What follows belongs to an exercise in optimizing a design on an open flow for small area; a production flow would make more cautious choices. The RTL was checked by simulation tests, not by an equivalence proof against the original design. Power figures rest on the tool's default switching activity, not on a simulated workload.

==> design.v <==
`timescale 1ns/100ps
package gpio_pkg;
   localparam int bus_width = 32;
   typedef struct packed {
      logic                 psel;
      logic                 penable;
      logic                 pwrite;
      logic [7:0]           paddr;
      logic [bus_width-1:0] pwdata;
   } apb_req_t;
   typedef struct packed {
      logic [bus_width-1:0] prdata;
      logic                 pready;
      logic                 pslverr;
   } apb_rsp_t;
   localparam logic [7:0] addr_intr  = 8'h80;
   localparam logic [7:0] addr_gpin  = 8'h90;
   localparam logic [7:0] addr_gpout = 8'hA0;
   typedef enum logic [2:0] {
      reg_config,
      reg_intr,
      reg_gpin,
      reg_gpout,
      reg_none
   } reg_sel_e;
   typedef enum logic [2:0] {
      irq_level_high = 3'd0,
      irq_level_low  = 3'd1,
      irq_edge_pos   = 3'd2,
      irq_edge_neg   = 3'd3,
      irq_edge_both  = 3'd4
   } irq_type_e;
   typedef struct packed {
      irq_type_e int_type;
      logic      spare;
      logic      int_en;
      logic      oe_en;
      logic      in_en;
      logic      out_en;
   } pin_cfg_t;
   typedef struct packed {
      logic                 intr_clr;
      logic                 gpout_we;
      logic [bus_width-1:0] wdata;
   } wr_strobe_t;
endpackage
`timescale 1ns/100ps
import gpio_pkg::*;
module gpio_apb_slave #(
   parameter int n_io = 32
) (
   input  gpio_pkg::apb_req_t              apb_req_i,
   input  logic [8*n_io-1:0]               cfg_i,
   input  logic [n_io-1:0]                 gpin_i,
   input  logic [n_io-1:0]                 intr_i,
   input  logic [n_io-1:0]                 gpout_i,
   output gpio_pkg::wr_strobe_t            wr_o,
   output logic [n_io-1:0]                 cfg_we_o,
   output logic [gpio_pkg::bus_width-1:0]  rdata_o
);
   gpio_pkg::reg_sel_e   reg_sel;
   logic [5:0] cfg_idx;
   logic       cfg_hit;
   logic       wr_access;
   gpio_pkg::pin_cfg_t   cfg_rd;
   assign cfg_idx = apb_req_i.paddr[7:2];
   always_comb
   begin
      if (apb_req_i.paddr < addr_intr)
      begin
         reg_sel = reg_config;
      end
      else
      begin
         case (apb_req_i.paddr)
            addr_intr:  reg_sel = reg_intr;
            addr_gpin:  reg_sel = reg_gpin;
            addr_gpout: reg_sel = reg_gpout;
            default:    reg_sel = reg_none;
         endcase
      end
   end
   assign wr_access = apb_req_i.psel & apb_req_i.penable & apb_req_i.pwrite;
   assign wr_o.intr_clr = wr_access && (reg_sel == reg_intr);
   assign wr_o.gpout_we = wr_access && (reg_sel == reg_gpout);
   assign wr_o.wdata    = apb_req_i.pwdata;
   always_comb
   begin
      cfg_we_o = '0;
      cfg_rd   = '0;
      cfg_hit  = 1'b0;
      for (int i = 0; i < n_io; i++)
      begin
         if (cfg_idx == 6'(i))
         begin
            cfg_hit     = 1'b1;
            cfg_rd      = cfg_i[8*i +: 8];
            cfg_we_o[i] = wr_access && (reg_sel == reg_config);
         end
      end
   end
   always_comb
   begin
      case (reg_sel)
         reg_config:
         begin
            if (cfg_hit)
            begin
               rdata_o = bus_width'(cfg_rd);
            end
            else
            begin
               rdata_o = '0;
            end
         end
         reg_intr:  rdata_o = bus_width'(intr_i);
         reg_gpin:  rdata_o = bus_width'(gpin_i);
         reg_gpout: rdata_o = bus_width'(gpout_i);
         default:   rdata_o = '0;
      endcase
   end
endmodule
`timescale 1ns/100ps
import gpio_pkg::*;
module gpio_pin #(
   parameter logic gpout_rst = 1'b0
) (
   input  logic                 PCLK,
   input  logic                 aresetn,
   input  logic                 gpio_in_i,
   input  logic                 cfg_we_i,
   input  gpio_pkg::wr_strobe_t wr_i,
   input  logic                 wdata_bit_i,
   output gpio_pkg::pin_cfg_t   cfg_o,
   output logic                 gpin_o,
   output logic                 intr_o,
   output logic                 gpout_o,
   output logic                 gpio_out_o,
   output logic                 gpio_oe_o,
   output logic                 int_o
);
   gpio_pkg::pin_cfg_t   cfg_q;
   logic       sync1_q;
   logic       sync2_q;
   logic       sample_q;
   logic [2:0] edge_det;
   logic [2:0] edge_q;
   logic       flag_clr;
   logic       int_sel;
   logic       status_q;
   logic       gpout_q;
   always_ff @(posedge PCLK or negedge aresetn)
   begin
      if (!aresetn)
      begin
         cfg_q <= '0;
      end
      else if (cfg_we_i)
      begin
         cfg_q <= gpio_pkg::pin_cfg_t'(wr_i.wdata[7:0]);
      end
   end
   always_ff @(posedge PCLK or negedge aresetn)
   begin
      if (!aresetn)
      begin
         sync1_q  <= 1'b0;
         sync2_q  <= 1'b0;
         sample_q <= 1'b0;
      end
      else
      begin
         sync1_q  <= gpio_in_i;
         sync2_q  <= sync1_q;
         sample_q <= sync2_q;
      end
   end
   assign edge_det[0] = sync2_q & ~sample_q;
   assign edge_det[1] = ~sync2_q & sample_q;
   assign edge_det[2] = sync2_q ^ sample_q;
   assign flag_clr = wr_i.intr_clr & wdata_bit_i;
   always_ff @(posedge PCLK or negedge aresetn)
   begin
      if (!aresetn)
      begin
         edge_q <= '0;
      end
      else if (!cfg_q.int_en)
      begin
         edge_q <= '0;
      end
      else
      begin
         edge_q <= (edge_q & ~{3{flag_clr}}) | edge_det;
      end
   end
   always_comb
   begin
      case (cfg_q.int_type)
         irq_level_high: int_sel = sample_q;
         irq_level_low:  int_sel = ~sample_q;
         irq_edge_pos:   int_sel = edge_q[0];
         irq_edge_neg:   int_sel = edge_q[1];
         irq_edge_both:  int_sel = edge_q[2];
         default:        int_sel = 1'b0;
      endcase
   end
   assign int_o = cfg_q.int_en & int_sel;
   always_ff @(posedge PCLK or negedge aresetn)
   begin
      if (!aresetn)
      begin
         status_q <= 1'b0;
      end
      else if (flag_clr)
      begin
         status_q <= 1'b0;
      end
      else
      begin
         status_q <= int_o;
      end
   end
   always_ff @(posedge PCLK or negedge aresetn)
   begin
      if (!aresetn)
      begin
         gpout_q <= gpout_rst;
      end
      else if (wr_i.gpout_we)
      begin
         gpout_q <= wdata_bit_i;
      end
   end
   assign gpio_out_o = cfg_q.out_en & gpout_q;
   assign gpio_oe_o  = cfg_q.oe_en & cfg_q.out_en;
   assign gpin_o     = cfg_q.in_en & sample_q;
   assign cfg_o   = cfg_q;
   assign intr_o  = status_q;
   assign gpout_o = gpout_q;
endmodule
`timescale 1ns/100ps
import gpio_pkg::*;
module gpio_top #(
   parameter int          n_io        = 32,
   parameter logic [31:0] gpout_reset = 32'h0000_0000
) (
   input  logic               PCLK,
   input  logic               aresetn,
   input  gpio_pkg::apb_req_t apb_req_i,
   output gpio_pkg::apb_rsp_t apb_rsp_o,
   input  logic [n_io-1:0]    gpio_in_i,
   output logic [n_io-1:0]    gpio_out_o,
   output logic [n_io-1:0]    gpio_oe_o,
   output logic [n_io-1:0]    int_o,
   output logic               int_or_o
);
   gpio_pkg::wr_strobe_t                 wr;
   logic [n_io-1:0]            cfg_we;
   logic [8*n_io-1:0]          cfg;
   logic [n_io-1:0]            gpin;
   logic [n_io-1:0]            intr;
   logic [n_io-1:0]            gpout;
   logic [bus_width-1:0]       rdata;
   gpio_apb_slave #(
      .n_io (n_io)
   ) u_apb_slave (
      .apb_req_i (apb_req_i),
      .cfg_i     (cfg),
      .gpin_i    (gpin),
      .intr_i    (intr),
      .gpout_i   (gpout),
      .wr_o      (wr),
      .cfg_we_o  (cfg_we),
      .rdata_o   (rdata)
   );
   assign apb_rsp_o.prdata  = rdata;
   assign apb_rsp_o.pready  = 1'b1;
   assign apb_rsp_o.pslverr = 1'b0;
   for (genvar i = 0; i < n_io; i++)
   begin : g_pin
      gpio_pin #(
         .gpout_rst (gpout_reset[i])
      ) u_pin (
         .PCLK        (PCLK),
         .aresetn     (aresetn),
         .gpio_in_i   (gpio_in_i[i]),
         .cfg_we_i    (cfg_we[i]),
         .wr_i        (wr),
         .wdata_bit_i (wr.wdata[i]),
         .cfg_o       (cfg[8*i +: 8]),
         .gpin_o      (gpin[i]),
         .intr_o      (intr[i]),
         .gpout_o     (gpout[i]),
         .gpio_out_o  (gpio_out_o[i]),
         .gpio_oe_o   (gpio_oe_o[i]),
         .int_o       (int_o[i])
      );
   end
   assign int_or_o = |int_o;
endmodule
`timescale 1ns/100ps
import gpio_pkg::*;
module gpio_ctrl (
   input  logic        PCLK,
   input  logic        aresetn,
   input  logic        psel,
   input  logic        penable,
   input  logic        pwrite,
   input  logic [7:0]  paddr,
   input  logic [31:0] pwdata,
   output logic [31:0] prdata,
   output logic        pready,
   output logic        pslverr,
   input  logic [31:0] gpio_in_i,
   output logic [31:0] gpio_out_o,
   output logic [31:0] gpio_oe_o,
   output logic [31:0] int_o,
   output logic        int_or_o
);
   gpio_pkg::apb_req_t apb_req;
   gpio_pkg::apb_rsp_t apb_rsp;
   assign apb_req.psel    = psel;
   assign apb_req.penable = penable;
   assign apb_req.pwrite  = pwrite;
   assign apb_req.paddr   = paddr;
   assign apb_req.pwdata  = pwdata;
   gpio_top #(
      .n_io        (32),
      .gpout_reset (32'h0000_0000)
   ) u_gpio (
      .PCLK       (PCLK),
      .aresetn    (aresetn),
      .apb_req_i  (apb_req),
      .apb_rsp_o  (apb_rsp),
      .gpio_in_i  (gpio_in_i),
      .gpio_out_o (gpio_out_o),
      .gpio_oe_o  (gpio_oe_o),
      .int_o      (int_o),
      .int_or_o   (int_or_o)
   );
   assign prdata  = apb_rsp.prdata;
   assign pready  = apb_rsp.pready;
   assign pslverr = apb_rsp.pslverr;
endmodule
==> run.sh <==
#!/bin/bash
# synth_recipe.tcl (not shown) runs the flow's synth.tcl, then flattens the netlist and writes it again
# the make line also repeats each setting of config.mk as NAME=value (left out here)
make -C /OpenROAD-flow-scripts/flow DESIGN_CONFIG=/design/flow/config.mk WORK_HOME=/design/flow/orfs CLKGATE_MAP_FILE= SYNTH_SCRIPT=/design/flow/synth_recipe.tcl finish
==> config.mk <==
export PLATFORM = sky130hd
export DESIGN_NAME = gpio_ctrl
export DESIGN_NICKNAME = gpio_ctrl
export VERILOG_FILES = /design/flow/design.v
export SDC_FILE = /design/flow/constraint.sdc
export NUM_CORES = 4
export LEC_CHECK = 0
export CAP_MARGIN = 20
export CORE_MARGIN = 2
export CORE_UTILIZATION = 40
export SLEW_MARGIN = 20
==> constraint.sdc <==
create_clock -name core_clock -period 10.0 [get_ports {PCLK}]
set_input_delay 2.0000 -clock core_clock [delete_from_list [all_inputs] [get_ports {PCLK}]]
set_output_delay 2.0000 -clock core_clock [all_outputs]
set_load 0.01 [all_outputs]
==> flow_metrics.tcl <==
set metrics [dict create \
    maxCapViolCount 0 \
    antenna_left 0 \
    setup_violations 0 \
    clock_latency_ns 0.62 \
    drc 0 \
    ys_types 84 \
    whs_ns 0.347 \
    netlist_area_um2 25900 \
    ctsResizeCount 0 \
    ys_seq_elements 512 \
    reg2reg_depth 4 \
    initial_core_util 0.404 \
    run_status "no timing/DRC/antenna violations" \
    drive_gt1_frac 0.189 \
    hold_violations 0 \
    rows 93 \
    routed_via_density 5.67 \
    r2r_slack_ns 8.33 \
    timing.fmax_mhz 126 \
    min_from "u_gpio.g_pin[4].u_pin.sync1_q$_DFF_PN0_" \
    ctsLongestPathBuffers 3 \
    ys_seq_area_frac 0.494 \
    cts_tree "yes" \
    cts_setup_buffers 0 \
    num_vias 18800 \
    min_period_ns 7.95 \
    gp_congestion 0.891 \
    finalCritPeriodShare 0.795 \
    crit_arrival_ns 5.95 \
    grt_max_degree 148 \
    gr-total-overflow 0 \
    hold_class "reg2reg" \
    numCtsBuffers 56 \
    pre_cts_ws_ns 2.19 \
    grt_first_pass_wirelength_mm 125 \
    crit_type "in2out" \
    synth_warnings 2 \
    wl_per_cell_um 25.0 \
    fp.dieW_um 259 \
    ir_worst_vdd_uv 140 \
    synth-edff-count 0 \
    port_buffers 205 \
    cp-start-kind "input pin" \
    slew_headroom 0.111 \
    p_per_area_nw_per_um2 158 \
    cts_hold_buf 0 \
    place_area_um2 28000 \
    cts-root-buf "clkbuf_16" \
    clock_sinks 512 \
    grt_antenna_before_repair 3 \
    clock_skew_ns 0.0197 \
    r2r_end "u_gpio.g_pin[3].u_pin.status_q$_DFF_PN0_" \
    crit_path_max_fanout 25 \
    crit_required_ns 8.00 \
    ys.flop_type "dfrtp_1" \
    rsz0062_at_grt "no" \
    finalWorstSetupSlack_ns 2.05 \
    drt_iter0_drc 1641 \
    area_growth_pct 15.0 \
    cp-end-kind "output port" \
    io_pins 208 \
    hold_end "u_gpio.g_pin[4].u_pin.sync2_q$_DFF_PN0_" \
    wl_mm 82.9 \
    fin_nets 2556 \
    place_hpwl_mm 57.0 \
    worst_slew_pin_slew_ns 1.32 \
    r2r-start "u_gpio.g_pin[3].u_pin.cfg_q[5]$_DFFE_PN0P_" \
    cts.clk_slew.worst_paths_ns 0.06 \
    die_y_um 259 \
    tns_ns 0 \
    core-area_um2 64200 \
    first_pass_iters 5 \
    synthArstFlopShare 1.00 \
    fin_util 0.464 \
    synth_nets 2477 \
    die_area_um2 66900 \
    hold_depth 0 \
    grtUsageTotal 0.247 \
    htreeDepth 2 \
    power_leakage_nw 13.1 \
    final_max_slew_viol_count 0 \
    grt_pass1_vias 19275 \
    fin_area_um2 29800 \
    syn_inst 2336 \
    syn_area_per_cell_um2 11.1 \
]
## cell usage after synthesis, types with 8 or more instances
cell       number  area (um^2)
nand2_1       158          593
buf_4         105          788
a32o_1         19          190
nor4_1         10         62.6
o21ai_0        66          330
mux2_2        292         3290
inv_1         104          390
nand3_1        44          220
mux4_2         13          293
nor4b_1         8         70.1
xnor2_1        25          219
buf_2          50          250
a21boi_0       33          248
nand2b_1       40          250
nor3_1         31          155
buf_1           9         33.8
nor2_1         66          248
and2_1         89          557
ha_1           64          801
a211oi_1       12         90.1
clkbuf_1       44          165
o2111ai_1       9         78.8
nor2b_1        70          438
o22ai_1        17          106
dfrtp_1       512        12800
nor2_2         19          119
mux2i_1        82          821
a31oi_1        24          150
a21oi_1       175          876
## worst max-delay path by stage
stage / cells after the start / end / slack (ns) / start
final: 8 / prdata[2] / 2.05 / paddr[5]
after global routing: 8 / prdata[7] / 1.92 / paddr[7]
after CTS: 8 / prdata[7] / 2.16 / paddr[7]
after detailed placement: 8 / prdata[7] / 2.19 / paddr[7]
after global placement: 8 / prdata[7] / 2.22 / paddr[7]
after floorplan: 8 / prdata[2] / 4.29 / paddr[5]
## layout make-up
| cell class | count | area [um^2] |
|---|---|---|
| antenna | 1 | 2.50 |
| clock buffer | 86 | 1630 |
| clock inverter | 14 | 160 |
| fill | 5921 | 34400 |
| inverter | 104 | 390 |
| multi-input combinational | 1510 | 11500 |
| sequential | 512 | 12800 |
| tap | 855 | 1070 |
| timing repair buffer | 231 | 2260 |
## state kept, by name, summed over array words and instances, names as in the netlist
name and flops:
u_gpio.g_pin.u_pin.sync2_q 32, u_gpio.g_pin.u_pin.edge_q 96, u_gpio.g_pin.u_pin.cfg_q 256, u_gpio.g_pin.u_pin.sync1_q 32, u_gpio.g_pin.u_pin.sample_q 32, u_gpio.g_pin.u_pin.gpout_q 32
u_gpio.g_pin.u_pin.status_q 32
## placed cells by master (no fill, tap or decap), drive strengths merged, types with 7 or more instances in the layout
cell	synthesis	routed
nor4	12	12
a21oi	175	175
o2111ai	9	9
nor3	33	33
dfrtp	512	512
a31oi	24	24
nor4b	11	11
nand2b	40	40
nand3	44	44
xnor2	25	25
inv	104	106
o211ai	7	7
and2	90	90
nand2	159	159
o21ai	70	70
buf	166	35
nor2	88	88
nand4b	7	7
o221ai	7	7
nand4	7	7
mux2i	82	82
a32o	19	19
mux2	296	296
o2bb2ai	7	7
clkinv	0	9
xor2	7	7
o22ai	17	17
nor2b	70	70
ha	64	64
a211oi	12	12
mux4	13	13
clkbuf	44	86
clkdlybuf4s50	0	196
a21boi	33	33
## power breakdown
group	internal (mW)	leakage, nW	switching, mW
Combinational	0.166	5.42	0.242
Sequential	2.16	6.82	0.0982
Clock	1.17	0.879	0.864
## critical path, stage by stage
cell             delay, ns
buf_2                 0.61
buf_4                 0.40
nand4b_1              0.68
or3_1                 0.65
nand4b_1              0.18
a211oi_1              0.08
a311oi_1              0.67
clkdlybuf4s50_1       0.67
## routing by layer
layer / global-route usage / share of wire
met5: 0 / 0.00023
met4: 0.0780 / 0.031
met3: 0.0387 / 0.056
met2: 0.391 / 0.46
met1: 0.347 / 0.45
## kinds of logic after synthesis
family	share of synthesized area
other	0.000290
adders and majority gates	0.0309
AOI/OAI and AO/OA	0.104
xor gates and xnor gates	0.0108
DFF	0.494
and+or+nand+nor	0.126
buffers and inverters	0.0636
muxes	0.171
## metrics by stage
step	cells	power [mW]
final	3313	4.70
after global routing	3312	4.87
after CTS	3312	4.74
after detailed placement	3212	2.70
after global placement	3212	2.68
after floorplan	2336	2.47

==> what the ideal ports hide <==
The flow's constraints put no driver on any port. The routed layout listed below was extracted and timed again, unchanged, in two steps.
Step 1: set_driving_cell puts a clkbuf_16 on PCLK and a buf_2 on each other input, an assumption about the parent block.
Step 2, shift: input delay + t, output delay - t, t = (earliest + latest rising clock arrival at the registers) / 2. This alone moves slack from input paths to output paths.
a / b / c = no drivers / after step 1 / after step 2; a / b = the first two.
t (ns): 0.678
slack for setup (ns): 2.049 / 1.919 / 1.919
worst setup path after step 2: input to output
clock arrival spread, ns: 0.024 / 0.024
cell pins on the clock port's net: 1
After both steps this run still meets setup and hold. For this run, drivers alone change the setup slack by -0.130 ns; drivers and shift together by -0.130 ns.
